Background: an optimization exercise with open tools, aiming at small area, a short achievable clock period and few clock cycles per item. Do not read the settings as production practice.
At most, simulation tests tie the RTL to the original design; equivalence was not proved.
Only the layout flow was run in run 2; the RTL was not checked for function there.
Power and IR drop assume default switching activity.

==> design/flow/design.v <==
package sdram_pixel_reader_pkg;
  localparam int DEF_BURST_LEN = 8;
  localparam int DEF_FIFO_DEPTH = 16;
endpackage
module pixel_rx_fifo #(
  parameter DATA_W = 32,
  parameter DEPTH  = 24
) (
  input  logic              clk_clk,
  input  logic              reset_reset_n,
  input  logic              push_i,
  input  logic [DATA_W-1:0] wdata_i,
  input  logic              pop_i,
  output logic [DATA_W-1:0] rdata_o,
  output logic              valid_o,
  output logic              valid_d_o
);
  localparam M     = DEPTH - 1;
  localparam CNT_W = $clog2(M + 1);
  logic [DATA_W-1:0] mem_q [M];
  logic [M-1:0]      wr_oh_q, rd_oh_q;
  logic [CNT_W-1:0]  cnt_q;
  logic [DATA_W-1:0] head_q;
  logic              hv_q;
  logic              take, stored, from_mem, bypass, wr_adv;
  logic [DATA_W-1:0] mem_rd;
  always_comb begin
    mem_rd = '0;
    for (int i = 0; i < M; i++)
      mem_rd = mem_rd | (mem_q[i] & {DATA_W{rd_oh_q[i]}});
  end
  assign stored   = (cnt_q != '0);
  assign take     = !hv_q || pop_i;
  assign from_mem = take && stored;
  assign bypass   = take && !stored;
  assign wr_adv   = push_i && !bypass;
  assign valid_d_o = !take || stored || push_i;
  always_ff @(posedge clk_clk) begin
    for (int i = 0; i < M; i++)
      if (push_i && wr_oh_q[i]) mem_q[i] <= wdata_i;
    if (from_mem)                head_q <= mem_rd;
    else if (bypass && push_i)   head_q <= wdata_i;
  end
  always_ff @(posedge clk_clk or negedge reset_reset_n) begin
    if (!reset_reset_n) begin
      wr_oh_q <= M'(1);
      rd_oh_q <= M'(1);
      cnt_q   <= '0;
      hv_q    <= 1'b0;
    end else begin
      if (wr_adv)   wr_oh_q <= {wr_oh_q[M-2:0], wr_oh_q[M-1]};
      if (from_mem) rd_oh_q <= {rd_oh_q[M-2:0], rd_oh_q[M-1]};
      if (wr_adv && !from_mem)      cnt_q <= cnt_q + 1'b1;
      else if (!wr_adv && from_mem) cnt_q <= cnt_q - 1'b1;
      hv_q <= valid_d_o;
    end
  end
  assign rdata_o = head_q;
  assign valid_o = hv_q;
endmodule
module sdram_pixel_reader #(
  parameter DEPTH = sdram_pixel_reader_pkg::DEF_FIFO_DEPTH
) (
  input  logic        clk_clk,
  input  logic        reset_reset_n,
  input  logic        start,
  input  logic [31:0] base_addr,
  input  logic [23:0] length_words,
  output logic        busy,
  output logic        done,
  output logic [31:0] avm_address,
  output logic        avm_read,
  output logic [3:0]  avm_burstcount,
  input  logic        avm_waitrequest,
  input  logic [31:0] avm_readdata,
  input  logic        avm_readdatavalid,
  output logic [31:0] src_data,
  output logic        src_valid,
  input  logic        src_ready,
  output logic        src_endofpacket
);
  localparam UW = $clog2(DEPTH + 1) + 1;
  logic        busy_q, done_q, read_q, pend_q;
  logic [26:0] blk_q;           
  logic [4:0]  off_q;           
  logic [20:0] nb_q;            
  logic [2:0]  part_q;          
  logic [3:0]  burst_q;
  logic [UW-1:0] used_q;
  logic        eop_q;
  logic        accept, pop, len_nz, nb_ge2, nb_nz, pend_after;
  logic [3:0]  burst_after;
  logic [UW-1:0] k_now, k_after;
  logic        ok_now, ok_after;
  logic        fifo_valid, fifo_valid_d;
  logic        last_acc, last_nacc, last_d;
  assign accept = read_q && !avm_waitrequest;
  assign pop    = fifo_valid && src_ready;
  assign len_nz = (length_words != '0);
  assign nb_nz       = (nb_q != '0);
  assign nb_ge2      = (nb_q[20:1] != '0);
  assign burst_after = nb_ge2 ? 4'd8 : {1'b0, part_q};
  assign pend_after  = nb_ge2 || (nb_nz && (part_q != '0));
  assign k_now    = used_q + UW'(burst_q);
  assign k_after  = used_q + UW'(burst_q) + UW'(burst_after);
  assign ok_now   = pop ? (k_now   <= UW'(DEPTH + 1)) : (k_now   <= UW'(DEPTH));
  assign ok_after = pop ? (k_after <= UW'(DEPTH + 1)) : (k_after <= UW'(DEPTH));
  assign last_acc  = !pend_after && (pop ? (k_now == UW'(2)) : (k_now == UW'(1)));
  assign last_nacc = !pend_q     && (pop ? (used_q == UW'(2)) : (used_q == UW'(1)));
  assign last_d    = accept ? last_acc : last_nacc;
  pixel_rx_fifo #(
    .DATA_W (32),
    .DEPTH  (DEPTH)
  ) u_fifo (
    .clk_clk       (clk_clk),
    .reset_reset_n (reset_reset_n),
    .push_i        (avm_readdatavalid),
    .wdata_i       (avm_readdata),
    .pop_i         (pop),
    .rdata_o       (src_data),
    .valid_o       (fifo_valid),
    .valid_d_o     (fifo_valid_d)
  );
  always_ff @(posedge clk_clk) begin
    if (!busy_q) begin
      blk_q   <= base_addr[31:5];
      off_q   <= base_addr[4:0];
      nb_q    <= length_words[23:3];
      part_q  <= length_words[2:0];
      burst_q <= (length_words[23:3] != '0) ? 4'd8 : {1'b0, length_words[2:0]};
    end else if (accept) begin
      blk_q   <= blk_q + 27'd1;
      if (nb_nz) nb_q   <= nb_q - 21'd1;
      else       part_q <= '0;
      burst_q <= burst_after;
    end
  end
  always_ff @(posedge clk_clk or negedge reset_reset_n) begin
    if (!reset_reset_n) begin
      busy_q <= 1'b0;
      done_q <= 1'b0;
      read_q <= 1'b0;
      pend_q <= 1'b0;
      used_q <= '0;
      eop_q  <= 1'b0;
    end else begin
      if (!busy_q) begin
        busy_q <= start && len_nz;
        done_q <= start && !len_nz;
        read_q <= start && len_nz;
        pend_q <= 1'b1;
        used_q <= '0;
        eop_q  <= 1'b0;
      end else begin
        busy_q <= !(pop && eop_q);
        done_q <= pop && eop_q;
        if (accept) begin
          read_q <= pend_after && ok_after;
          pend_q <= pend_after;
        end else if (!read_q) begin
          read_q <= pend_q && ok_now;
        end
        used_q <= used_q + (accept ? UW'(burst_q) : '0) - (pop ? UW'(1) : '0);
        eop_q  <= fifo_valid_d && last_d;
      end
    end
  end
  assign busy            = busy_q;
  assign done            = done_q;
  assign avm_address     = {blk_q, off_q};
  assign avm_read        = read_q;
  assign avm_burstcount  = burst_q;
  assign src_valid       = fifo_valid;
  assign src_endofpacket = eop_q;
endmodule
==> design/flow/run.sh <==
#!/bin/bash
# synth_recipe.tcl (not shown) runs the flow's synth.tcl, then flattens the netlist and writes it again
# the make line also repeats each setting of config.mk as NAME=value (left out here)
make -C /OpenROAD-flow-scripts/flow DESIGN_CONFIG=/design/flow/config.mk WORK_HOME=/design/flow/orfs CLKGATE_MAP_FILE= SYNTH_SCRIPT=/design/flow/synth_recipe.tcl finish
==> design/flow/config.mk <==
export PLATFORM = sky130hd
export DESIGN_NAME = sdram_pixel_reader
export DESIGN_NICKNAME = sdram_pixel_reader
export VERILOG_FILES = /design/flow/design.v
export SDC_FILE = /design/flow/constraint.sdc
export NUM_CORES = 4
export LEC_CHECK = 0
export CAP_MARGIN = 20
export CORE_MARGIN = 2
export CORE_UTILIZATION = 40
export SLEW_MARGIN = 20
==> design/flow/constraint.sdc <==
create_clock -name core_clock -period 6.5 [get_ports {clk_clk}]
set_input_delay 1.3000 -clock core_clock [delete_from_list [all_inputs] [get_ports {clk_clk}]]
set_output_delay 1.3000 -clock core_clock [all_outputs]
set_load 0.01 [all_outputs]
==> summary.txt, run 1 <==
Placed cells: 2438
Syn nets: 1660
Global-route layer with the greatest usage: met2
Leading cell types in the layout, fill and taps excluded: edfxtp_1, clkdlybuf4s50_1, a22oi_1
Worst-Skew Late Latency: 650 ps
Synth cell types: 63
Synth Cell Area: 24300 sq um
Endpoints failing hold: 0
Area grow syn2layout: 19.1%
TritonCTS clock tree: yes
Post-Layout Cell Count: 2554
Synthesis-stage register bit count: 618
Pleak: 0.00968 uW
Fillers: 5158
Worst-path clk slew: 60 ps
Post-synth EDFFs: 572
Fin nets: 1838
CP Max Fanout: 8
WS Path Type: reg -> reg
Largest stage delay, worst path: 560 ps
Die area: 62600 sq um
Vias per cell: 5.69
Placed inst area: 26900 sq um
Initial antenna violation count: 3
Post-route cell area: 28900 sq um
Largest family of logic cells by synthesized area: compound AO/OA/AOI/OAI gates
# resized after CTS: 0
DRT iter0 DRCs: 1411
Compound-cell area share of the yosys netlist: 10.5%
Antenna viol nets, final: 0
Vert. Die Dim: 250 microns
Max Slew Vio Count: 0
Gr ovfl total: 0
Number of global-route vias before repair: 14.7k
Post-Synth Simple-Gate Area: 6.99%
Multiplexer share of the synthesized area: 1.70%
Register Area: 18300 sq um
Multi-input combinational cell area: 5540 sq um
I/O pin count: 167
Min-delay worst type: reg -> reg
Largest net degree at the start of global routing: 81
Placement Rows: 90
CTS root buf: clkbuf_16
Slew margin rel.: 30.2%
Setup Buffers After CTS: 0
Max-Cap Viols: 0
Global Route Usage Sum: 20.1%
Total CTS buffers: 61
Global routing usage on met3: 4.83%
H-tree Lvls: 2
CP Launch Type: flop
Longest Clk Path Bufs: 3
Post-detail-place hpwl: 34.0 mm
Initial Util: 40.3%
Clock Skew: 37.1 ps
Commonest non-fill, non-tap cell in the layout: edfxtp_1
RSZ-0062 raised after global routing: no
Worst EP required: 7030 ps
Inserted Diodes: 0
Die width: 250 microns
Worst IR Drop VDD: 272 uV
Synth Area in XOR/XNOR: 2.01%
Final WL: 63.4 mm
Main synth FF type: edfxtp_1
Vias: 14.5k
GP Congestion: 0.820
CP endpoint kind: flop
Syn_area_per_cell: 15.7 sq um
Final setup TNS: 0 ps
Sequential cell area fraction in the yosys report: 75.6%
Clk sink count: 618
M2 GR Usage: 33.5%
Fmax: 285 MHz
Layout cells sized above 1: 11.2%
Global Route met1 Usage: 26.8%
CP arrival: 4030 ps
First-pass GRT wire length: 94.2 mm
Input/output buffers: 166
Pwr Density: 363 nW/um^2
First-pass DRT Iterations: 7
Async SR Flop Fraction: 7.44%
Design Power: 10500 uW
Status: timing/DRC/antenna clean
Drt drc: 0
Core area: 60100 sq um
Worst slew pin tran: 1050 ps
Synth Area in Adders: 1.41%
Min Tclk post-route: 3500 ps
Synth Instances: 1541
WL/cell: 24.8 microns
Count of final setup violators: 0
Final critical-path share of the clock period: 53.9%
Slowest cell on crit path: nor4b_4
CP Cell Sequence: or3_4 > nor4b_4 > and3_2 > ha_1 > inv_1 > fa_1 > xnor2_1 > a211oi_1 > a21bo_2 > mux2i_1 > a221oi_1 > o2111ai_1
YS warnings: 3
Post-cts hold buffer count: 0
[final timing paths]
check	cells past startpoint	slack, ps	end	start
max	12	3000	read_q$_DFF_PN0_	nb_q[7]$_DFFE_PP_
min	1	470	u_fifo.cnt_q[3]$_DFFE_PN0P_	u_fifo.cnt_q[3]$_DFFE_PN0P_
max reg2reg	12	3000	read_q$_DFF_PN0_	nb_q[7]$_DFFE_PP_
min reg2reg	1	470	u_fifo.cnt_q[3]$_DFFE_PN0P_	u_fifo.cnt_q[3]$_DFFE_PN0P_
max in group asynchronous	1	5320	busy_q$_DFF_PN0_	reset_reset_n
min in group asynchronous	1	700	busy_q$_DFF_PN0_	reset_reset_n
[per-layer routing]
layer,vias to the layer above,routed length [microns]
li1,6459,-
met4,6,1170
met1,7388,26100
met5,-,49
met2,605,30700
met3,76,5400
[registers in the layout (all words and copies together) (netlist names)]
name and count:
u_fifo.rd_oh_q 15, u_fifo.head_q 32, burst_q 4, blk_q 27, busy_q 1, pend_q 1, done_q 1, nb_q 21
used_q 6, off_q 5, u_fifo.mem_q 480, read_q 1, eop_q 1, part_q 3, u_fifo.wr_oh_q 15, u_fifo.hv_q 1
u_fifo.cnt_q 4
[critical path: cells and delay by family (launching register included)]
family,cells,cell delay [ps]
buffers and inverters,1,50
AND/OR/NAND/NOR,3,1250
flip-flops,1,430
multiplexers,1,140
AO/OA/AOI/OAI,4,800
XOR/XNOR,1,160
adder cells (fa/ha/maj),2,560
[synth_stat cells, types with 3 or more instances]
library cell,count,share of area (%)
buf_2,4,0.083
a22oi_1,128,4.0
o21ai_0,43,0.89
or2_2,3,0.077
inv_1,25,0.39
nor2b_1,5,0.13
nand2_1,67,1.0
a22o_1,32,1.2
and4_1,3,0.11
nand3_1,79,1.6
nor2_1,109,1.7
edfxtp_1,572,71
clkbuf_1,68,1.1
nand2b_1,3,0.077
xor2_1,21,0.76
buf_1,11,0.17
nor3_1,15,0.31
xnor2_1,32,1.2
ha_1,21,1.1
fa_1,4,0.33
nor4_1,8,0.21
mux2_2,34,1.6
a222oi_1,32,1.3
and3_2,3,0.093
or3_4,3,0.14
and2_1,21,0.54
and3_1,9,0.23
a221oi_1,33,1.2
dfrtp_1,44,4.5
a21oi_1,55,1.1
a21o_1,3,0.093
a211oi_1,4,0.12
nand4_1,7,0.18
mux2i_1,3,0.12
[report_power, final]
part / switching, uW / total (uW) / internal (uW)
Combinational: 1000 / 1880 / 876
Sequential: 278 / 5060 / 4780
Clock: 1500 / 3540 / 2040
[stage by stage]
stage,setup slack [ps],util [%],hold WS (ps)
3_3_place_gp,2640,44.7,459
2_1_floorplan,2960,-,435
3_5_place_dp,2610,44.7,454
5_1_grt,2700,48.1,498
4_1_cts,3000,48.0,469
6_report,3000,48.1,468
[layout make-up]
| type | count | share of cell area, % |
|---|---|---|
| Tap cell | 782 | 3.39 |
| Clock buffer | 88 | 5.95 |
| Multi-Input combinational cell | 813 | 19.2 |
| Sequential cell | 618 | 63.4 |
| Clock inverter | 28 | 1.10 |
| Timing Repair Buffer | 200 | 6.62 |
| Inverter | 25 | 0.325 |
[cell families after synthesis]
family / Yosys count
flip-flops: 618
AO/OA/AOI/OAI: 350
AND/OR/NAND/NOR: 347
buffers and inverters: 110
XOR/XNOR: 54
multiplexers: 37
adder cells (fa/ha/maj): 25
Testbench counts, summed over its fixed seeds: cycles 382,109, items 220,665.
==> inputs of run 2 (changes only) <==
--- a/design/flow/design.v
+++ b/design/flow/design.v
@@ -79,35 +79,35 @@
   input  logic        src_ready,
   output logic        src_endofpacket
 );
-  localparam UW = $clog2(DEPTH + 1) + 1;
+  localparam UW = $clog2(DEPTH + 9);
   logic        busy_q, done_q, read_q, pend_q;
   logic [26:0] blk_q;           
   logic [4:0]  off_q;           
   logic [20:0] nb_q;            
   logic [2:0]  part_q;          
+  logic [2:0]  ge_q;
+  logic [UW-1:0] room_q;        
   logic [3:0]  burst_q;
-  logic [UW-1:0] used_q;
+  logic [UW-1:0] used_q, sum_q;
   logic        eop_q;
-  logic        accept, pop, len_nz, nb_ge2, nb_nz, pend_after;
-  logic [3:0]  burst_after;
-  logic [UW-1:0] k_now, k_after;
+  logic        accept, pop, len_nz, pend_after;
+  logic [3:0]  burst_after, burst_ld;
   logic        ok_now, ok_after;
   logic        fifo_valid, fifo_valid_d;
-  logic        last_acc, last_nacc, last_d;
+  logic        last_d;
+  logic [UW-1:0] sum_acc;
   assign accept = read_q && !avm_waitrequest;
   assign pop    = fifo_valid && src_ready;
   assign len_nz = (length_words != '0);
-  assign nb_nz       = (nb_q != '0);
-  assign nb_ge2      = (nb_q[20:1] != '0);
-  assign burst_after = nb_ge2 ? 4'd8 : {1'b0, part_q};
-  assign pend_after  = nb_ge2 || (nb_nz && (part_q != '0));
-  assign k_now    = used_q + UW'(burst_q);
-  assign k_after  = used_q + UW'(burst_q) + UW'(burst_after);
-  assign ok_now   = pop ? (k_now   <= UW'(DEPTH + 1)) : (k_now   <= UW'(DEPTH));
-  assign ok_after = pop ? (k_after <= UW'(DEPTH + 1)) : (k_after <= UW'(DEPTH));
-  assign last_acc  = !pend_after && (pop ? (k_now == UW'(2)) : (k_now == UW'(1)));
-  assign last_nacc = !pend_q     && (pop ? (used_q == UW'(2)) : (used_q == UW'(1)));
-  assign last_d    = accept ? last_acc : last_nacc;
+  assign burst_after = ge_q[1] ? 4'd8 : {1'b0, part_q};
+  assign pend_after  = ge_q[1] || (ge_q[0] && (part_q != '0));
+  assign burst_ld    = (length_words[23:3] != '0) ? 4'd8 : {1'b0, length_words[2:0]};
+  assign ok_now   = pop ? (sum_q <= UW'(DEPTH + 1)) : (sum_q <= UW'(DEPTH));
+  assign ok_after = ge_q[1] ? (pop ? (sum_q <= UW'(DEPTH - 7)) : (sum_q <= UW'(DEPTH - 8)))
+                            : (pop ? (sum_q <= room_q + UW'(1)) : (sum_q <= room_q));
+  assign last_d = accept ? (!pend_after && (pop ? (sum_q == UW'(2)) : (sum_q == UW'(1))))
+                         : (!pend_q     && (pop ? (used_q == UW'(2)) : (used_q == UW'(1))));
+  assign sum_acc = sum_q + UW'(burst_after);
   pixel_rx_fifo #(
     .DATA_W (32),
     .DEPTH  (DEPTH)
@@ -127,11 +127,16 @@
       off_q   <= base_addr[4:0];
       nb_q    <= length_words[23:3];
       part_q  <= length_words[2:0];
-      burst_q <= (length_words[23:3] != '0) ? 4'd8 : {1'b0, length_words[2:0]};
+      ge_q[0] <= (length_words[23:3] != '0);
+      ge_q[1] <= (length_words[23:4] != '0);
+      ge_q[2] <= (length_words[23:5] != '0) || (length_words[4] && length_words[3]);
+      room_q  <= UW'(DEPTH) - UW'(length_words[2:0]);
+      burst_q <= burst_ld;
     end else if (accept) begin
       blk_q   <= blk_q + 27'd1;
-      if (nb_nz) nb_q   <= nb_q - 21'd1;
-      else       part_q <= '0;
+      if (ge_q[0]) nb_q   <= nb_q - 21'd1;
+      else         part_q <= '0;
+      ge_q    <= {(nb_q[20:2] != '0), ge_q[2:1]};
       burst_q <= burst_after;
     end
   end
@@ -142,6 +147,7 @@
       read_q <= 1'b0;
       pend_q <= 1'b0;
       used_q <= '0;
+      sum_q  <= '0;
       eop_q  <= 1'b0;
     end else begin
       if (!busy_q) begin
@@ -150,6 +156,7 @@
         read_q <= start && len_nz;
         pend_q <= 1'b1;
         used_q <= '0;
+        sum_q  <= UW'(burst_ld);
         eop_q  <= 1'b0;
       end else begin
         busy_q <= !(pop && eop_q);
@@ -157,10 +164,13 @@
         if (accept) begin
           read_q <= pend_after && ok_after;
           pend_q <= pend_after;
-        end else if (!read_q) begin
-          read_q <= pend_q && ok_now;
+          used_q <= pop ? sum_q - UW'(1) : sum_q;
+          sum_q  <= pop ? sum_acc - UW'(1) : sum_acc;
+        end else begin
+          if (!read_q) read_q <= pend_q && ok_now;
+          used_q <= pop ? used_q - UW'(1) : used_q;
+          sum_q  <= pop ? sum_q - UW'(1) : sum_q;
         end
-        used_q <= used_q + (accept ? UW'(burst_q) : '0) - (pop ? UW'(1) : '0);
         eop_q  <= fifo_valid_d && last_d;
       end
     end
==> run 2 against run 1 <==
First-iteration DRC count is 8.5% lower. Total power rose by 0.87%. Hold slack improved by 21 ps. Non-clock buffer count decreased by 6. Sequential cell count is 11 higher. Die area increased by 2.2%.
==> summary.txt, run 2 <==
Status: timing/DRC/antenna clean (unchanged)
Worst-Skew Late Latency: 610 ps (was 650 ps)
Async SR Flop Fraction: 7.95% (was 7.44%)
Synth Cell Area: 24800 sq um (was 24300 sq um)
Min Tclk post-route: 3350 ps (was 3500 ps)
DRT iter0 DRCs: 1291 (was 1411)
CP endpoint kind: primary output (was flop)
Post-synth top area share: 70.1% (was 70.8%)
Syn nets: 1708 (was 1660)
Dominant cell by count in the synthesized netlist: edfxtp_1 (unchanged)
Antenna viol nets, final: 0 (unchanged)
Initial Util: 40.3% (about the same)
Main synth FF type: edfxtp_1 (unchanged)
Min-delay worst type: reg -> reg (unchanged)
R2R setup slack: 3890 ps (was 3000 ps)
Setup Buffers After CTS: 0 (unchanged)
Post-cts hold buffer count: 0 (unchanged)
Syn_area_per_cell: 15.7 sq um (about the same)
Final WL: 62.6 mm (was 63.4 mm)
CP Cell Sequence: buf_4 > clkdlybuf4s50_1 (was or3_4 > nor4b_4 > and3_2 > ha_1 > inv_1 > fa_1 > xnor2_1 > a211oi_1 > a21bo_2 > mux2i_1 > a221oi_1 > o2111ai_1)
Hold slack final: 490 ps (was 468 ps)
Leading cell types in the layout, fill and taps excluded: edfxtp_1, clkdlybuf4s50_1, a22oi_1 (unchanged)
Core area: 61500 sq um (was 60100 sq um)
Area grow syn2layout: 19.4% (was 19.1%)
Worst-path clk slew: 60 ps (about the same)
# resized after CTS: 0 (unchanged)
Synthesis-stage register bit count: 629 (was 618)
Die width: 253 microns (was 250 microns)
Pwr Density: 357 nW/um^2 (was 363 nW/um^2)
Post-layout util: 48.2% (was 48.1%)
RSZ-0062 raised after global routing: no (unchanged)
TritonCTS clock tree: yes (unchanged)
Crit path max-delay family: buffers and inverters (was simple AND/OR/NAND/NOR gates)
Largest register FFs: 480 (unchanged)
WS Path Type: reg -> out (was reg -> reg)
Post-detail-place hpwl: 34.5 mm (was 34.0 mm)
Total CTS buffers: 67 (was 61)
Worst path bufs/invs: 2 (was 1)
Slew margin rel.: 25.1% (was 30.2%)
Max-Cap Viols: 0 (unchanged)
Drt drc: 0 (unchanged)
Vert. Die Dim: 253 microns (was 250 microns)
Global Route Usage Sum: 19.6% (was 20.1%)
CP arrival: 2050 ps (was 4030 ps)
Layout cells sized above 1: 10.9% (was 11.2%)
Vias per cell: 5.65 (was 5.69)
WL/cell: 24.1 microns (was 24.8 microns)
H-tree Lvls: 3 (was 2)
Post-synth top cells: edfxtp_1, a22oi_1, nor2_1, nand3_1, clkbuf_1 (unchanged)
Design Power: 10600 uW (was 10500 uW)
Fin nets: 1878 (was 1838)
Gr ovfl total: 0 (unchanged)
Synth area leader: edfxtp_1 (unchanged)
I/O pin count: 167 (unchanged)
Max Slew Vio Count: 0 (unchanged)
Placement Rows: 91 (was 90)
Input/output buffers: 166 (unchanged)
Synth Instances: 1584 (was 1541)
Commonest non-fill, non-tap cell in the layout: edfxtp_1 (unchanged)
Vias: 14.7k (was 14.5k)
GP Congestion: 0.768 (was 0.820)
Clk sink count: 629 (was 618)
Number of global-route vias before repair: 15.0k (was 14.7k)
Sequential cell area fraction in the yosys report: 75.2% (was 75.6%)
Fmax: 298 MHz (was 285 MHz)
Worst EP required: 5200 ps (was 7030 ps)
Synth top area cells: edfxtp_1, dfrtp_1, a22oi_1, nor2_1, nand3_1 (unchanged)
Synth cell types: 63 (unchanged)
Longest Clk Path Bufs: 3 (unchanged)
Largest stage delay, worst path: 640 ps (was 560 ps)
Post-synth EDFFs: 579 (was 572)
CP Launch Type: flop (unchanged)
Final critical-path share of the clock period: 51.6% (was 53.9%)
First-pass GRT wire length: 93.8 mm (was 94.2 mm)
YS warnings: 3 (unchanged)
First-pass DRT Iterations: 5 (was 7)
Biggest regs: u_fifo.mem_q (480), u_fifo.head_q (32), blk_q (27) (unchanged)
CTS root buf: clkbuf_16 (unchanged)
Largest net degree at the start of global routing: 81 (unchanged)
Largest reg by FF count: u_fifo.mem_q (unchanged)
Slowest cell on crit path: clkdlybuf4s50_1 (was nor4b_4)
Worst slew pin tran: 1120 ps (was 1050 ps)
Initial antenna violation count: 1 (was 3)
Clock Skew: 20.4 ps (was 37.1 ps)
Worst IR Drop VDD: 189 uV (was 272 uV)
Die area: 64000 sq um (was 62600 sq um)
Placed cells: 2473 (was 2438)
Post-Layout Cell Count: 2600 (was 2554)
Count of final setup violators: 0 (unchanged)
Final setup TNS: 0 ps (unchanged)
Endpoints failing hold: 0 (unchanged)
CP Max Fanout: 58 (was 8)
Pleak: 0.00989 uW (was 0.00968 uW)
run 2: changes by cell type after synthesis, sizes merged, moves of 3 or more:
cell	change
dfrtp	+4
buf	+8
and2	-6
xnor2	+8
edfxtp	+7
o221ai	+3
nand4	+8
ha	+7
run 2: report_power, final:
| group | switching, uW | internal (uW) |
|---|---|---|
| Combinational | 830 | 728 |
| Clock | 1570 | 2350 |
| Sequential | 267 | 4820 |
| Total | 2670 | 7900 |
run 2: cells by family after synthesis:
group | after synthesis | synth area share [%]
XOR/XNOR | 61 | 2.15
adder cells (fa/ha/maj) | 30 | 1.57
flip-flops | 629 | 75.2
multiplexers | 39 | 1.85
AND/OR/NAND/NOR | 354 | 6.91
AO/OA/AOI/OAI | 352 | 10.4
buffers and inverters | 119 | 1.94
run 2: metrics by stage:
stage / setup slack [ps] / cell area, sq um
after CTS: 3120 / 29600
after floorplan: 3090 / 24800
final: 3150 / 29600
after global routing: 3020 / 29600
after detailed placement: 2790 / 27300
after global placement: 2800 / 27300
run 2: worst paths after layout:
check / startpoint / end / cells after the start
setup / recovery: busy_q$_DFF_PN0_ / busy / 2
hold / removal: u_fifo.cnt_q[3]$_DFFE_PN0P_ / u_fifo.cnt_q[3]$_DFFE_PN0P_ / 1
setup reg to reg: u_fifo.cnt_q[0]$_DFFE_PN0P_ / u_fifo.cnt_q[1]$_DFFE_PN0P_ / 5
hold reg to reg: u_fifo.cnt_q[3]$_DFFE_PN0P_ / u_fifo.cnt_q[3]$_DFFE_PN0P_ / 1
max in group asynchronous: reset_reset_n / busy_q$_DFF_PN0_ / 2
min in group asynchronous: reset_reset_n / done_q$_DFF_PN0_ / 2
run 2: final cells by class:
| class | instances | area (sq um) |
|---|---|---|
| Multi-Input combinational cell | 836 | 5710 |
| Clock buffer | 90 | 1870 |
| Tap cell | 790 | 988 |
| Antenna cell | 2 | 5.00 |
| Timing Repair Buffer | 194 | 1900 |
| Sequential cell | 629 | 18600 |
| Inverter | 26 | 97.6 |
| Clock inverter | 33 | 407 |
| Fill cell | 5274 | 31900 |
run 2: worst reg2reg max path, stage by stage, from the launching register on:
cell and delay [ps]:
dfrtp_1 430, or4_4 610, nand2_4 680, nor2_1 160, a21oi_2 250, mux2_2 370
run 2: per-layer routing:
metal | global-route usage (%) | routed length, microns | vias up | share of wire (%)
met3 | 4.29 | 4580 | 97 | 7.3
li1 | - | - | 6607 | -
met4 | 4.55 | 1130 | 2 | 1.8
met5 | 0 | 11 | - | 0.018
met2 | 32.5 | 29900 | 550 | 48
met1 | 26.5 | 26900 | 7430 | 43
==> inputs of run 3 (changes only) <==
--- a/design/flow/design.v
+++ b/design/flow/design.v
@@ -81,6 +81,7 @@
 );
   localparam UW = $clog2(DEPTH + 9);
   logic        busy_q, done_q, read_q, pend_q;
+  logic        idle_q;
   logic [26:0] blk_q;           
   logic [4:0]  off_q;           
   logic [20:0] nb_q;            
@@ -122,7 +123,7 @@
     .valid_d_o     (fifo_valid_d)
   );
   always_ff @(posedge clk_clk) begin
-    if (!busy_q) begin
+    if (idle_q) begin
       blk_q   <= base_addr[31:5];
       off_q   <= base_addr[4:0];
       nb_q    <= length_words[23:3];
@@ -143,6 +144,7 @@
   always_ff @(posedge clk_clk or negedge reset_reset_n) begin
     if (!reset_reset_n) begin
       busy_q <= 1'b0;
+      idle_q <= 1'b1;
       done_q <= 1'b0;
       read_q <= 1'b0;
       pend_q <= 1'b0;
@@ -150,8 +152,9 @@
       sum_q  <= '0;
       eop_q  <= 1'b0;
     end else begin
-      if (!busy_q) begin
+      if (idle_q) begin
         busy_q <= start && len_nz;
+        idle_q <= !(start && len_nz);
         done_q <= start && !len_nz;
         read_q <= start && len_nz;
         pend_q <= 1'b1;
@@ -160,6 +163,7 @@
         eop_q  <= 1'b0;
       end else begin
         busy_q <= !(pop && eop_q);
+        idle_q <= pop && eop_q;
         done_q <= pop && eop_q;
         if (accept) begin
           read_q <= pend_after && ok_after;
--- a/design/flow/config.mk
+++ b/design/flow/config.mk
@@ -8,4 +8,5 @@
 export CAP_MARGIN = 20
 export CORE_MARGIN = 2
 export CORE_UTILIZATION = 40
+export SETUP_SLACK_MARGIN = 3.5
 export SLEW_MARGIN = 20
==> run 3 against run 2 <==
Critical path depth shrank 1. Final cell count decreased by 0.15%. Worst setup slack gained 420 ps. Sequential cell count rose by 1. Non-clock buffer count grew 3.
==> summary.txt, run 3 <==
H-tree Lvls: 3 (unchanged)
Worst path bufs/invs: 1 (was 2)
Critical Path Start: blk_q[23]$_DFFE_PP_ (was busy_q$_DFF_PN0_)
RSZ-0062 raised after global routing: no (unchanged)
Min-delay worst type: reg -> reg (unchanged)
Largest net degree at the start of global routing: 126 (was 81)
Synth area leader: edfxtp_1 (unchanged)
Critical R2R Capture: blk_q[18]$_DFFE_PP_ (was u_fifo.cnt_q[1]$_DFFE_PN0P_)
Final critical-path share of the clock period: 45.1% (was 51.6%)
Dominant cell by count in the synthesized netlist: edfxtp_1 (unchanged)
CP Max Fanout: 5 (was 58)
R2R setup slack: 3800 ps (was 3890 ps)
Vias: 14.8k (was 14.7k)
Synth Instances: 1590 (was 1584)
Endpoints failing hold: 0 (unchanged)
First-pass GRT wire length: 95.3 mm (was 93.8 mm)
Slew margin rel.: 21.8% (was 25.1%)
Pleak: 0.00969 uW (was 0.00989 uW)
I/O pin count: 167 (unchanged)
Fmax: 341 MHz (was 298 MHz)
Slowest cell on crit path: clkdlybuf4s50_1 (unchanged)
Post-synth top area share: 70.1% (about the same)
Vias per cell: 5.72 (was 5.65)
Fillers: 5273 (was 5274)
Gate power share: 13.2% (was 14.7%)
Synthesis-stage register bit count: 630 (was 629)
Max-Cap Viols: 0 (unchanged)
Commonest non-fill, non-tap cell in the layout: edfxtp_1 (unchanged)
GP Congestion: 0.826 (was 0.768)
Pwr Density: 336 nW/um^2 (was 357 nW/um^2)
Count of final setup violators: 0 (unchanged)
Async SR Flop Fraction: 8.10% (was 7.95%)
Input/output buffers: 166 (unchanged)
WS Path Type: reg -> out (unchanged)
Number of global-route vias before repair: 15.5k (was 15.0k)
Die width: 253 microns (about the same)
Fin nets: 1883 (was 1878)
TritonCTS clock tree: yes (unchanged)
Min Tclk post-route: 2930 ps (was 3350 ps)
Global Route Usage Sum: 20.0% (was 19.6%)
Layout cells sized above 1: 10.3% (was 10.9%)
Main synth FF type: edfxtp_1 (unchanged)
Largest stage delay, worst path: 590 ps (was 640 ps)
Antenna viol nets, final: 0 (unchanged)
Clock group share of total power: 35.8% (was 37.1%)
Placement Rows: 91 (unchanged)
Reg power frac: 51.0% (was 48.1%)
Longest Clk Path Bufs: 3 (unchanged)
Sw Ratio: 25.1% (was 25.2%)
Largest register FFs: 480 (unchanged)
Synth Cell Area: 24800 sq um (about the same)
CP Cell Sequence: clkdlybuf4s50_1 (was buf_4 > clkdlybuf4s50_1)
Status: timing/DRC/antenna clean (unchanged)
R2r startpoint: idle_q$_DFF_PN1_ (was u_fifo.cnt_q[0]$_DFFE_PN0P_)
First-pass DRT Iterations: 5 (unchanged)
Sw Pwr: 2480 uW (was 2670 uW)
Clock Skew: 35.4 ps (was 20.4 ps)
Area grow syn2layout: 18.3% (was 19.4%)
Largest reg by FF count: u_fifo.mem_q (unchanged)
Post-cts hold buffer count: 0 (unchanged)
DRT iter0 DRCs: 1366 (was 1291)
Crit. path cell count: 1 (was 2)
Gr ovfl total: 0 (unchanged)
Die area: 64000 sq um (about the same)
YS warnings: 3 (unchanged)
Post-detail-place hpwl: 33.5 mm (was 34.5 mm)
CTS root buf: clkbuf_16 (unchanged)
Worst IR Drop VDD: 214 uV (was 189 uV)
Inserted Diodes: 0 (was 2)
CP Launch Type: flop (unchanged)
Final WL: 63.5 mm (was 62.6 mm)
Worst-Skew Late Latency: 620 ps (was 610 ps)
Worst-path clk slew: 60 ps (about the same)
Core area: 61500 sq um (unchanged)
Biggest regs: u_fifo.mem_q (480), u_fifo.head_q (32), blk_q (27) (unchanged)
Crit path max-delay family: buffers and inverters (unchanged)
Syn_area_per_cell: 15.6 sq um (was 15.7 sq um)
Initial antenna violation count: 4 (was 1)
Syn nets: 1714 (was 1708)
Synth cell types: 55 (was 63)
Drt drc: 0 (unchanged)
CP endpoint kind: primary output (unchanged)
Pint: 7390 uW (was 7900 uW)
Leading cell types in the layout, fill and taps excluded: edfxtp_1, clkdlybuf4s50_1, a22oi_1 (unchanged)
WL/cell: 24.5 microns (was 24.1 microns)
Worst slew pin tran: 1170 ps (was 1120 ps)
Vert. Die Dim: 253 microns (about the same)
Max Slew Vio Count: 0 (unchanged)
Synth top area cells: edfxtp_1, dfrtp_1, a22oi_1, o21ai_0, nand3_1 (was edfxtp_1, dfrtp_1, a22oi_1, nor2_1, nand3_1)
Critical Path End: avm_address[28] (was busy)
Design Power: 9880 uW (was 10600 uW)
Post-synth top cells: edfxtp_1, a22oi_1, nand2_1, clkbuf_1, o21ai_0 (was edfxtp_1, a22oi_1, nor2_1, nand3_1, clkbuf_1)
Post-layout util: 47.8% (was 48.2%)
Post-synth EDFFs: 579 (unchanged)
Total CTS buffers: 66 (was 67)
Worst EP required: 5200 ps (about the same)
Initial Util: 40.4% (was 40.3%)
Final setup TNS: 0 ps (unchanged)
CP arrival: 1630 ps (was 2050 ps)
Clk sink count: 630 (was 629)
Sequential cell area fraction in the yosys report: 75.2% (about the same)
FF-to-FF path depth: 3 (was 5)
run 3: cell families after synthesis:
group,Yosys count,synth area share [%]
buffers and inverters,127,2.00
AO/OA/AOI/OAI,353,10.4
XOR/XNOR,63,2.28
flip-flops,630,75.2
multiplexers,37,1.76
adder cells (fa/ha/maj),30,1.57
AND/OR/NAND/NOR,350,6.80
run 3: repair_timing:
action,CTS,global route
pin swaps,1,0
buffers inserted,1,2
gates cloned,1,0
resized for setup,5,2
setup endpoints to repair,209,23
run 3: worst min-delay path by stage:
stage / cells past startpoint / startpoint / endpoint
after floorplan: 1 / u_fifo.cnt_q[3]$_DFFE_PN0P_ / u_fifo.cnt_q[3]$_DFFE_PN0P_
after global placement: 1 / u_fifo.cnt_q[3]$_DFFE_PN0P_ / u_fifo.cnt_q[3]$_DFFE_PN0P_
after detailed placement: 1 / u_fifo.cnt_q[3]$_DFFE_PN0P_ / u_fifo.cnt_q[3]$_DFFE_PN0P_
after CTS: 1 / u_fifo.cnt_q[3]$_DFFE_PN0P_ / u_fifo.cnt_q[3]$_DFFE_PN0P_
after global routing: 1 / u_fifo.cnt_q[3]$_DFFE_PN0P_ / u_fifo.cnt_q[3]$_DFFE_PN0P_
final: 1 / u_fifo.cnt_q[3]$_DFFE_PN0P_ / u_fifo.cnt_q[3]$_DFFE_PN0P_
run 3: power groups by stage:
stage	registers (uW)	clock network (uW)	logic (uW)
after floorplan	5080	0	744
after global placement	5120	0	1250
after detailed placement	5130	0	1280
after CTS	5050	3600	1300
after global routing	5090	3760	1460
final	5040	3530	1300
run 3: cell type report:
class | instances | area, sq um | share of cell area, %
sequential | 630 | 18700 | 63.6
timing repair buffer | 197 | 1890 | 6.43
tap | 790 | 988 | 3.37
inverter | 30 | 113 | 0.384
clock buffer | 90 | 1770 | 6.03
multi-input combinational | 834 | 5710 | 19.5
clock inverter | 25 | 218 | 0.741
run 3: through the flow:
stage	cell area, sq um	setup WS, ps	cells	hold slack [ps]
2_1_floorplan	24800	3470	1590	440
3_3_place_gp	27300	2720	2477	465
3_5_place_dp	27300	2640	2477	469
4_1_cts	29300	3510	2594	485
5_1_grt	29400	3500	2596	498
6_report	29400	3570	2596	492
run 3: layer usage:
layer  up-vias  GRT usage (%)  part of all wire [%]
met4         6           5.04                   2.1
met1      7470           27.0                    42
met2       642           32.8                    48
li1       6616              -                     -
met5         -              0                 0.061
met3       105           4.52                   8.4
Testbench counts of run 3, summed over its fixed seeds: cycles 382,109, items 220,665.
==> inputs of run 4 (changes only) <==
--- a/design/flow/config.mk
+++ b/design/flow/config.mk
@@ -8,5 +8,6 @@
 export CAP_MARGIN = 20
 export CORE_MARGIN = 2
 export CORE_UTILIZATION = 40
-export SETUP_SLACK_MARGIN = 3.5
+export CTS_BUF_LIST = sky130_fd_sc_hd__clkbuf_8
+export SETUP_SLACK_MARGIN = 4.2
 export SLEW_MARGIN = 20
==> run 4 against run 3 <==
Die area unchanged. Fmax increased by 13%. Sequential share of layout area fell by 0.23 points. Count of clock-buffer cells in the layout increased by 13. Clock skew grew 1.5 ps. Total power down 3.0%. Clock power decreased by 13%. Critical endpoint is now avm_address[23]. Via count increased by 2.5%. Final cell count is 4.0% higher. Synthesized area stayed put.
==> summary.txt, run 4 <==
Crit path max-delay family: flip-flops (was buffers and inverters)
Post-Place Setup Slack: 2550 ps (was 2640 ps)
Syn_area_per_cell: 15.6 sq um (unchanged)
Async SR Flop Fraction: 8.10% (unchanged)
Post-detail-place hpwl: 33.6 mm (was 33.5 mm)
Synth area leader: edfxtp_1 (unchanged)
Number of global-route vias before repair: 15.5k (about the same)
Global Route met1 Usage: 26.2% (was 27.0%)
Final critical-path share of the clock period: 39.9% (was 45.1%)
Global-route layer with the greatest usage: met2 (unchanged)
Post-layout util: 47.9% (was 47.8%)
R2R setup slack: 4220 ps (was 3800 ps)
Initial Util: 40.4% (unchanged)
Count of final setup violators: 0 (unchanged)
Biggest regs: u_fifo.mem_q (480), u_fifo.head_q (32), blk_q (27) (unchanged)
Hold endpoint: u_fifo.cnt_q[3]$_DFFE_PN0P_ (unchanged)
I/O pin count: 167 (unchanged)
CP Cell Sequence: buf_2 (was clkdlybuf4s50_1)
Final setup TNS: 0 ps (unchanged)
Synth top area cells: edfxtp_1, dfrtp_1, a22oi_1, o21ai_0, nand3_1 (unchanged)
DRT iter0 DRCs: 1272 (was 1366)
CP arrival: 1290 ps (was 1630 ps)
Initial antenna violation count: 4 (unchanged)
WS Path Type: reg -> out (unchanged)
Total CTS buffers: 99 (was 66)
Sequential cell area fraction in the yosys report: 75.2% (unchanged)
Endpoints failing hold: 0 (unchanged)
TritonCTS clock tree: yes (unchanged)
Min-delay worst type: reg -> reg (unchanged)
CP Max Fanout: 2 (was 5)
Vias per cell: 5.63 (was 5.72)
Sw Ratio: 27.2% (was 25.1%)
Vert. Die Dim: 253 microns (unchanged)
Final WL: 64.2 mm (was 63.5 mm)
Area grow syn2layout: 18.8% (was 18.3%)
Post-cts hold buffer count: 0 (unchanged)
Worst EP required: 5200 ps (about the same)
H-tree Lvls: 3 (unchanged)
WL/cell: 23.8 microns (was 24.5 microns)
Min Tclk post-route: 2590 ps (was 2930 ps)
M2 GR Usage: 33.8% (was 32.8%)
Max-Cap Viols: 0 (unchanged)
CP endpoint kind: primary output (unchanged)
Post-synth top area share: 70.1% (unchanged)
CP Launch Type: flop (unchanged)
Slew margin rel.: 29.9% (was 21.8%)
GP Congestion: 0.803 (was 0.826)
Largest reg by FF count: u_fifo.mem_q (unchanged)
Pint: 6980 uW (was 7390 uW)
Global routing usage on met3: 4.31% (was 4.52%)
Slowest cell on crit path: edfxtp_1 (was clkdlybuf4s50_1)
Sw Pwr: 2610 uW (was 2480 uW)
Drt drc: 0 (unchanged)
Largest net degree at the start of global routing: 65 (was 126)
Synth Cell Area: 24800 sq um (unchanged)
Leading cell types in the layout, fill and taps excluded: edfxtp_1, a22oi_1, nand2_1, clkbuf_8, nand3_1 (was edfxtp_1, clkdlybuf4s50_1, a22oi_1)
Gate power share: 15.8% (was 13.2%)
Dominant cell by count in the synthesized netlist: edfxtp_1 (unchanged)
Post-synth top cells: edfxtp_1, a22oi_1, nand2_1, clkbuf_1, o21ai_0 (unchanged)
Layout cells sized above 1: 19.8% (was 10.3%)
Die width: 253 microns (unchanged)
Final WS setup: 3910 ps (was 3570 ps)
Clock Skew: 36.9 ps (was 35.4 ps)
Pwr Density: 325 nW/um^2 (was 336 nW/um^2)
Worst-path clk slew: 60 ps (about the same)
Fmax: 385 MHz (was 341 MHz)
Design Power: 9580 uW (was 9880 uW)
Gr ovfl total: 0 (unchanged)
Post-synth EDFFs: 579 (unchanged)
R2r startpoint: ge_q[1]$_DFFE_PP_ (was idle_q$_DFF_PN1_)
Largest register FFs: 480 (unchanged)
Longest Clk Path Bufs: 3 (unchanged)
Die area: 64000 sq um (unchanged)
YS warnings: 3 (unchanged)
Commonest non-fill, non-tap cell in the layout: edfxtp_1 (unchanged)
Clock group share of total power: 32.0% (was 35.8%)
First-pass DRT Iterations: 6 (was 5)
FF-to-FF path depth: 7 (was 3)
Synthesis-stage register bit count: 630 (unchanged)
Worst IR Drop VDD: 202 uV (was 214 uV)
Vias: 15.2k (was 14.8k)
Critical R2R Capture: sum_q[1]$_DFF_PN0_ (was blk_q[18]$_DFFE_PP_)
Hold Crit Depth: 1 (unchanged)
Status: timing/DRC/antenna clean (unchanged)
Largest stage delay, worst path: 420 ps (was 590 ps)
Worst-Skew Late Latency: 710 ps (was 620 ps)
Main synth FF type: edfxtp_1 (unchanged)
Input/output buffers: 166 (unchanged)
CTS root buf: clkbuf_8 (was clkbuf_16)
Hold_sp: u_fifo.cnt_q[3]$_DFFE_PN0P_ (unchanged)
Synth cell types: 55 (unchanged)
Max Slew Vio Count: 0 (unchanged)
Syn nets: 1714 (unchanged)
Antenna viol nets, final: 0 (unchanged)
Global Route Usage Sum: 20.0% (about the same)
Reg power frac: 52.1% (was 51.0%)
Crit. path cell count: 1 (unchanged)
Worst slew pin tran: 1050 ps (was 1170 ps)
Worst path bufs/invs: 1 (unchanged)
Core area: 61500 sq um (unchanged)
First-pass GRT wire length: 95.4 mm (was 95.3 mm)
Synth Instances: 1590 (unchanged)
RSZ-0062 raised after global routing: yes (was no)
Fin nets: 1956 (was 1883)
Pleak: 0.0101 uW (was 0.00969 uW)
Clk sink count: 630 (unchanged)
Placement Rows: 91 (unchanged)
run 4: through the flow:
step / std cells / hold WS (ps) / area (sq um)
after CTS: 2691 / 474 / 29300
after floorplan: 1590 / 431 / 25000
after detailed placement: 2466 / 456 / 27400
final: 2701 / 481 / 29500
after global placement: 2466 / 456 / 27400
after global routing: 2700 / 511 / 29500
run 4: power by group through the flow:
stage	clock network (uW)	logic [uW]	registers (uW)
2_1_floorplan	0	787	5080
3_3_place_gp	0	1280	5120
3_5_place_dp	0	1320	5130
4_1_cts	3130	1460	4990
5_1_grt	3300	1680	5030
6_report	3070	1520	5000
run 4: layout make-up:
type                            instances  area, sq um
Fill cell                            5320        32000
Inverter                               30          116
Sequential cell                       630        18700
Tap cell                              790          988
Clock buffer                          103         1420
Multi-Input combinational cell        835         5970
Timing Repair Buffer                  236         1920
Antenna cell                            1         2.50
Clock inverter                         76          382
run 4: cell families after synthesis:
kind of cell	share of synthesized area, %
DFF	75.2
buffers and inverters	2.00
and+or+nand+nor	6.80
xor gates and xnor gates	2.28
adders and majority gates	1.57
AOI/OAI and AO/OA	10.4
muxes	1.76
run 4: routing by layer:
layer | share of wire (%) | up-vias
li1 | - | 6776
met1 | 41 | 7747
met2 | 49 | 562
met3 | 7.3 | 118
met4 | 2.3 | 6
met5 | 0.062 | -
run 4: repair_timing:
item	CTS	global route
cloned	2	0
resized for setup	348	38
pin swaps	18	8
setup buffers	44	9
setup endpoints to repair	727	154
run 4: worst max-delay path by stage:
stage                     slack [ps]                              to                 from
final                           3910                 avm_address[23]  blk_q[18]$_DFFE_PP_
after global routing            3840                 avm_address[28]  blk_q[23]$_DFFE_PP_
after global placement          2640  u_fifo.mem_q[12][13]$_DFFE_PP_    avm_readdatavalid
after CTS                       3850                 avm_address[28]  blk_q[23]$_DFFE_PP_
after floorplan                 3790               ge_q[0]$_DFFE_PP_     length_words[14]
after detailed placement        2550     u_fifo.head_q[13]$_DFFE_PP_            src_ready
==> inputs of run 5 (changes only) <==
--- a/design/flow/config.mk
+++ b/design/flow/config.mk
@@ -8,6 +8,6 @@
 export CAP_MARGIN = 20
 export CORE_MARGIN = 2
 export CORE_UTILIZATION = 40
-export CTS_BUF_LIST = sky130_fd_sc_hd__clkbuf_8
-export SETUP_SLACK_MARGIN = 4.2
+export CTS_BUF_LIST = sky130_fd_sc_hd__clkbuf_4 sky130_fd_sc_hd__clkbuf_8
+export SETUP_SLACK_MARGIN = 4.5
 export SLEW_MARGIN = 20
==> run 5 against run 4 <==
Still clean. Utilization grew 2.5 points. Count of clock-buffer cells in the layout grew 44. Largest power group unchanged. Register-to-register slack lost 30 ps. Die area is the same. Hold slack gained 12 ps. Clock skew shrank 7.1 ps. Sequential share of layout area shrank 3.0 points. Largest cell class unchanged. Wire length grew 7.1%. Cell area grew 5.1%. Synthesized cell count is the same. Combinational power grew 14%.
==> summary.txt, run 5 <==
Status: timing/DRC/antenna clean (unchanged)
H-tree Lvls: 3 (unchanged)
Area grow syn2layout: 24.9% (was 18.8%)
Die area: 64000 sq um (unchanged)
Global routing usage on met3: 5.22% (was 4.31%)
RSZ-0062 raised after global routing: yes (unchanged)
Initial antenna violation count: 3 (was 4)
Largest register FFs: 480 (unchanged)
Final critical-path share of the clock period: 40.6% (was 39.9%)
Placement Rows: 91 (unchanged)
M2 GR Usage: 36.7% (was 33.8%)
Synth Cell Area: 24800 sq um (unchanged)
Post-synth top cells: edfxtp_1, a22oi_1, nand2_1, clkbuf_1, o21ai_0 (unchanged)
Fin nets: 2026 (was 1956)
First-pass GRT wire length: 101 mm (was 95.4 mm)
GP Congestion: 0.772 (was 0.803)
Longest Clk Path Bufs: 3 (unchanged)
Worst EP required: 5200 ps (about the same)
DRT iter0 DRCs: 1516 (was 1272)
Max-Cap Viols: 0 (unchanged)
Clk sink count: 630 (unchanged)
WS Path Type: reg -> out (unchanged)
I/O pin count: 167 (unchanged)
Count of final setup violators: 0 (unchanged)
Critical R2R Capture: sum_q[1]$_DFF_PN0_ (unchanged)
Worst-Skew Late Latency: 700 ps (was 710 ps)
CP endpoint kind: primary output (unchanged)
Pleak: 0.0107 uW (was 0.0101 uW)
Min-delay worst type: reg -> reg (unchanged)
Critical Path Start: u_fifo.head_q[22]$_DFFE_PP_ (was blk_q[18]$_DFFE_PP_)
Pwr Density: 334 nW/um^2 (was 325 nW/um^2)
Post-synth top area share: 70.1% (unchanged)
Final setup TNS: 0 ps (unchanged)
Worst path bufs/invs: 1 (unchanged)
Slew margin rel.: 50.9% (was 29.9%)
Global-route layer with the greatest usage: met2 (unchanged)
Crit path max-delay family: flip-flops (unchanged)
R2R setup slack: 4190 ps (was 4220 ps)
Max Slew Vio Count: 0 (unchanged)
TritonCTS clock tree: yes (unchanged)
Post-layout util: 50.4% (was 47.9%)
Gr ovfl total: 0 (unchanged)
Synth Instances: 1590 (unchanged)
Worst IR Drop VDD: 260 uV (was 202 uV)
Final WL: 68.7 mm (was 64.2 mm)
Syn_area_per_cell: 15.6 sq um (unchanged)
Drt drc: 0 (unchanged)
Leading cell types in the layout, fill and taps excluded: edfxtp_1, a22oi_1, clkbuf_8 (was edfxtp_1, a22oi_1, nand2_1, clkbuf_8, nand3_1)
Dominant cell by count in the synthesized netlist: edfxtp_1 (unchanged)
Hold slack final: 494 ps (was 481 ps)
Synth area leader: edfxtp_1 (unchanged)
Synth cell types: 55 (unchanged)
Inserted Diodes: 0 (was 1)
CP Cell Sequence: buf_2 (unchanged)
Fmax: 379 MHz (was 385 MHz)
Worst slew pin tran: 736 ps (was 1050 ps)
FF-to-FF path depth: 7 (unchanged)
Main synth FF type: edfxtp_1 (unchanged)
Layout cells sized above 1: 28.5% (was 19.8%)
Slowest cell on crit path: edfxtp_1 (unchanged)
Vias: 15.6k (was 15.2k)
YS warnings: 3 (unchanged)
CP arrival: 1340 ps (was 1290 ps)
Critical Path End: src_data[22] (was avm_address[23])
Worst-path clk slew: 60 ps (about the same)
Largest net degree at the start of global routing: 63 (was 65)
Core area: 61500 sq um (unchanged)
WL/cell: 24.7 microns (was 23.8 microns)
CTS root buf: clkbuf_8 (unchanged)
Vert. Die Dim: 253 microns (unchanged)
Min Tclk post-route: 2640 ps (was 2590 ps)
First-pass DRT Iterations: 6 (unchanged)
Post-synth EDFFs: 579 (unchanged)
Endpoints failing hold: 0 (unchanged)
Number of global-route vias before repair: 15.9k (was 15.5k)
Global Route met1 Usage: 26.9% (was 26.2%)
Initial Util: 40.4% (unchanged)
Die width: 253 microns (unchanged)
Crit. path cell count: 1 (unchanged)
Syn nets: 1714 (unchanged)
Synthesis-stage register bit count: 630 (unchanged)
Clock Skew: 29.8 ps (was 36.9 ps)
Async SR Flop Fraction: 8.10% (unchanged)
R2r startpoint: ge_q[1]$_DFFE_PP_ (unchanged)
CP Launch Type: flop (unchanged)
CP Max Fanout: 1 (was 2)
Total CTS buffers: 100 (was 99)
Hold_sp: u_fifo.cnt_q[3]$_DFFE_PN0P_ (unchanged)
Largest reg by FF count: u_fifo.mem_q (unchanged)
Antenna viol nets, final: 0 (unchanged)
Post-detail-place hpwl: 33.8 mm (was 33.6 mm)
Global Route Usage Sum: 21.5% (was 20.0%)
Commonest non-fill, non-tap cell in the layout: edfxtp_1 (unchanged)
Synth top area cells: edfxtp_1, dfrtp_1, a22oi_1, o21ai_0, nand3_1 (unchanged)
Design Power: 10400 uW (was 9580 uW)
Biggest regs: u_fifo.mem_q (480), u_fifo.head_q (32), blk_q (27) (unchanged)
Largest stage delay, worst path: 460 ps (was 420 ps)
Input/output buffers: 166 (unchanged)
Vias per cell: 5.61 (was 5.63)
Sequential cell area fraction in the yosys report: 75.2% (unchanged)
Hold Crit Depth: 1 (unchanged)
## run 5: per-stage QoR
step	area, sq um	worst slack [ps]	std cells
floorplan	25300	3790	1590
global placement	27500	2630	2468
detailed placement	27500	2580	2468
CTS	30400	3800	2740
global route	31000	3810	2777
finish	31000	3860	2777
## run 5: kinds of logic after synthesis
family	synth area share, %
fa+ha+maj	1.57
xor+xnor	2.28
compound gates	10.4
buf+inv	2.00
flops	75.2
mux	1.76
simple gates	6.80
## run 5: metal layers
layer  vias to the layer above  wire, microns
li1                       6937              -
met3                       130           5730
met2                       690          33900
met5                         -             44
met4                         6           1920
met1                      7805          27100
## run 5: area by class of cell
type	instances	area, sq um
clock buffer	147	1790
clock inverter	40	395
fill	5176	30500
inverter	30	116
multi-input combinational	843	6450
sequential	630	18700
tap	790	988
timing repair buffer	297	2550
## run 5: power by group
group	internal [uW]	total [uW]	switching [uW]
combinational	815	1730	919
clock	2050	3620	1570
sequential	4770	5000	224
total	7640	10400	2710
## run 5: what timing repair did
action / CTS / global route
resized for setup: 472 / 71
pin swaps: 40 / 31
hold buffers: 0 / 0
setup endpoints to repair: 750 / 258
gates cloned: 10 / 0
buffers inserted: 75 / 37
## run 5: worst min path at each step
stage                                        to  slack [ps]
finish              u_fifo.cnt_q[3]$_DFFE_PN0P_         490
global route        u_fifo.cnt_q[3]$_DFFE_PN0P_         530
CTS                 u_fifo.cnt_q[3]$_DFFE_PN0P_         470
detailed placement  u_fifo.cnt_q[3]$_DFFE_PN0P_         450
global placement    u_fifo.cnt_q[3]$_DFFE_PN0P_         450
floorplan           u_fifo.cnt_q[3]$_DFFE_PN0P_         430
==> inputs of run 6 (changes only) <==
--- a/design/flow/config.mk
+++ b/design/flow/config.mk
@@ -8,6 +8,5 @@
 export CAP_MARGIN = 20
 export CORE_MARGIN = 2
 export CORE_UTILIZATION = 40
-export CTS_BUF_LIST = sky130_fd_sc_hd__clkbuf_4 sky130_fd_sc_hd__clkbuf_8
-export SETUP_SLACK_MARGIN = 4.5
+export SETUP_SLACK_MARGIN = 4.2
 export SLEW_MARGIN = 20
==> run 6 against run 5 <==
First-iteration DRC count is 5.3% lower. Cell area is 3.5% lower. Die area stayed put. Clock skew is 2.8 ps lower. Total power is 0.88% lower. Synthesized cell count stayed put. Combinational power is 13% lower. Critical endpoint is now avm_address[28]. Count of clock-buffer cells in the layout is 58 lower. Synthesized area stayed put. Register-to-register slack better by 50 ps. Non-clock buffer count is 62 lower. Largest cell class unchanged.
==> summary.txt, run 6 <==
Status: timing/DRC/antenna clean (unchanged)
Longest Clk Path Bufs: 3 (unchanged)
Antenna viol nets, final: 0 (unchanged)
Vert. Die Dim: 253 microns (unchanged)
Placement Rows: 91 (unchanged)
Global-route layer with the greatest usage: met2 (unchanged)
Biggest regs: u_fifo.mem_q (480), u_fifo.head_q (32), blk_q (27) (unchanged)
Initial antenna violation count: 4 (was 3)
CP Max Fanout: 2 (was 1)
Post-synth top cells: edfxtp_1, a22oi_1, nand2_1, clkbuf_1, o21ai_0 (unchanged)
Post-synth top area share: 70.1% (unchanged)
Worst-Skew Late Latency: 610 ps (was 700 ps)
Synth Cell Area: 24800 sq um (unchanged)
Global Route Usage Sum: 20.9% (was 21.5%)
Post-synth EDFFs: 579 (unchanged)
Post-cts hold buffer count: 0 (unchanged)
Async SR Flop Fraction: 8.10% (unchanged)
R2R setup slack: 4240 ps (was 4190 ps)
Global Route met1 Usage: 27.5% (was 26.9%)
Fin nets: 1934 (was 2026)
Largest reg by FF count: u_fifo.mem_q (unchanged)
TritonCTS clock tree: yes (unchanged)
Worst path bufs/invs: 1 (unchanged)
Endpoints failing hold: 0 (unchanged)
Largest net degree at the start of global routing: 65 (was 63)
Max-Cap Viols: 0 (unchanged)
Slew margin rel.: 34.1% (was 50.9%)
Min-delay worst type: reg -> reg (unchanged)
Count of final setup violators: 0 (unchanged)
Clock Skew: 27.1 ps (was 29.8 ps)
Die area: 64000 sq um (unchanged)
YS warnings: 3 (unchanged)
CP endpoint kind: primary output (unchanged)
Worst-path clk slew: 60 ps (about the same)
Leading cell types in the layout, fill and taps excluded: edfxtp_1, a22oi_1, nand2_1 (was edfxtp_1, a22oi_1, clkbuf_8)
Number of global-route vias before repair: 15.3k (was 15.9k)
Post-detail-place hpwl: 33.6 mm (was 33.8 mm)
Synth Instances: 1590 (unchanged)
Global routing usage on met3: 4.68% (was 5.22%)
H-tree Lvls: 3 (unchanged)
CP arrival: 1190 ps (was 1340 ps)
Vias: 15.3k (was 15.6k)
Gr ovfl total: 0 (unchanged)
Drt drc: 0 (unchanged)
Area grow syn2layout: 20.6% (was 24.9%)
Worst EP required: 5200 ps (about the same)
Synthesis-stage register bit count: 630 (unchanged)
Fmax: 401 MHz (was 379 MHz)
Crit path max-delay family: flip-flops (unchanged)
Synth top area cells: edfxtp_1, dfrtp_1, a22oi_1, o21ai_0, nand3_1 (unchanged)
WL/cell: 25.2 microns (was 24.7 microns)
M2 GR Usage: 34.8% (was 36.7%)
Final setup TNS: 0 ps (unchanged)
Largest register FFs: 480 (unchanged)
Final critical-path share of the clock period: 38.4% (was 40.6%)
CP Cell Sequence: buf_6 (was buf_2)
RSZ-0062 raised after global routing: yes (unchanged)
First-pass GRT wire length: 98.2 mm (was 101 mm)
Input/output buffers: 166 (unchanged)
Initial Util: 40.4% (unchanged)
First-pass DRT Iterations: 5 (was 6)
CTS root buf: clkbuf_16 (was clkbuf_8)
I/O pin count: 167 (unchanged)
Hold slack final: 492 ps (was 494 ps)
Synth cell types: 55 (unchanged)
Largest stage delay, worst path: 440 ps (was 460 ps)
Fillers: 5244 (was 5176)
Final WL: 66.8 mm (was 68.7 mm)
Sequential cell area fraction in the yosys report: 75.2% (unchanged)
Vias per cell: 5.77 (was 5.61)
Pwr Density: 343 nW/um^2 (was 334 nW/um^2)
WS Path Type: reg -> out (unchanged)
Core area: 61500 sq um (unchanged)
Layout cells sized above 1: 19.4% (was 28.5%)
Min Tclk post-route: 2490 ps (was 2640 ps)
Synth area leader: edfxtp_1 (unchanged)
Dominant cell by count in the synthesized netlist: edfxtp_1 (unchanged)
Die width: 253 microns (unchanged)
GP Congestion: 0.803 (was 0.772)
Pleak: 0.0101 uW (was 0.0107 uW)
Placed cells: 2466 (was 2468)
Total CTS buffers: 66 (was 100)
Post-Layout Cell Count: 2653 (was 2777)
Slowest cell on crit path: edfxtp_1 (unchanged)
Worst IR Drop VDD: 198 uV (was 260 uV)
Worst slew pin tran: 988 ps (was 736 ps)
Max Slew Vio Count: 0 (unchanged)
Syn nets: 1714 (unchanged)
Clk sink count: 630 (unchanged)
Commonest non-fill, non-tap cell in the layout: edfxtp_1 (unchanged)
Syn_area_per_cell: 15.6 sq um (unchanged)
DRT iter0 DRCs: 1435 (was 1516)
CP Launch Type: flop (unchanged)
Main synth FF type: edfxtp_1 (unchanged)
## run 6: cell count changes in the layout (fill, tap and decap cells not counted), sizes merged, moves of 2 or more
cell and delta:
and2 +3, buf -73, clkbuf -57, clkdlybuf4s15 +2, clkinv -4, clkinvlp -2
dlygate4sd2 +8, inv -2
## run 6: per-layer routing
metal | up-vias | share of wire [%]
met5 | - | 0.066
met4 | 6 | 2.8
met3 | 135 | 7.5
met2 | 572 | 49
met1 | 7869 | 41
li1 | 6732 | -
## run 6: path summary, 6_finish.rpt
kind,endpoint,depth (start not counted),start
worst max-delay path,avm_address[28],1,blk_q[23]$_DFFE_PP_
worst min-delay path,u_fifo.cnt_q[3]$_DFFE_PN0P_,1,u_fifo.cnt_q[3]$_DFFE_PN0P_
worst max register to register,sum_q[1]$_DFF_PN0_,7,ge_q[1]$_DFFE_PP_
worst min register to register,u_fifo.cnt_q[3]$_DFFE_PN0P_,1,u_fifo.cnt_q[3]$_DFFE_PN0P_
max in group asynchronous,u_fifo.rd_oh_q[4]$_DFFE_PN0P_,2,reset_reset_n
min in group asynchronous,u_fifo.wr_oh_q[1]$_DFFE_PN0P_,2,reset_reset_n
## run 6: cells by family (layout without fill, tap and decap cells)
kind of cell,Yosys count,after routing,synth area share (%)
fa+ha+maj,30,30,1.57
buf+inv,127,385,2.00
simple gates,350,362,6.80
other cells,0,1,0
flops,630,630,75.2
mux,37,37,1.76
compound gates,353,355,10.4
xor+xnor,63,63,2.28
## run 6: power breakdown
| group | total [uW] | switching, uW | internal (uW) |
|---|---|---|---|
| logic | 1510 | 825 | 682 |
| clock network | 3760 | 1550 | 2210 |
| registers | 4990 | 225 | 4770 |
| total | 10300 | 2600 | 7660 |
## run 6: area by class of cell
cell class / count / area [sq um] / area share [%]
inverters: 30 / 116 / 0.389
repair buffers: 235 / 1890 / 6.33
well taps: 790 / 988 / 3.30
diodes: 1 / 2.50 / 0.00837
clock buffers: 89 / 1810 / 6.05
clock inverters: 31 / 345 / 1.15
flip-flops and latches: 630 / 18700 / 62.4
multi-input cells: 847 / 6080 / 20.3
## run 6: metrics by stage
step | total power [uW] | worst slack (ps) | cell area, sq um | util (%)
5_1_grt | 10700 | 3940 | 29900 | 48.6
4_1_cts | 10300 | 3970 | 29700 | 48.3
2_1_floorplan | 5860 | 3790 | 25000 | -
3_5_place_dp | 6450 | 2550 | 27400 | 44.5
6_report | 10300 | 4010 | 29900 | 48.7
3_3_place_gp | 6410 | 2640 | 27400 | 44.5
## run 6: what timing repair did
| item | CTS | global route |
|---|---|---|
| resized for setup | 381 | 35 |
| setup endpoints to repair | 733 | 155 |
| gates cloned | 14 | 0 |
| pin swaps | 27 | 7 |
| buffers inserted | 43 | 9 |

separate check: timing with driven ports:
No port has a modelled driver above. Below, the same layouts with a new extraction and two added sets of constraints. Step 1 sets driving cells, clkbuf_16 on the clock port and buf_2 on the other inputs (assumed; they add their load-dependent delay and slew). Step 2 also shifts input and output timing later by t, the mid clock arrival at the registers, as if the neighbouring blocks saw the same clock. a / b / c = ideal ports / drivers / drivers and shift; a / b = the first two.
| run | shift t [ns] | slack for setup (ns) | worst register clock-pin slew, ns |
|---|---|---|---|
| run 1 | 0.684 | 2.996 / 2.996 / 2.621 | 0.06 / 0.06 |
| run 2 | 0.656 | 3.146 / 3.086 / 2.794 | 0.06 / 0.06 |
| run 3 | 0.659 | 3.566 / 3.506 / 2.918 | 0.06 / 0.06 |
| run 4 | 0.748 | 3.906 / 3.851 / 3.496 | 0.07 / 0.07 |
| run 5 | 0.742 | 3.860 / 3.806 / 3.645 | 0.07 / 0.07 |
| run 6 | 0.650 | 4.005 / 3.947 / 3.624 | 0.06 / 0.06 |
After both steps every run listed still meets setup and hold. For run 3, which loses most, drivers alone change the setup slack by -0.060 ns; drivers and shift together by -0.648 ns.
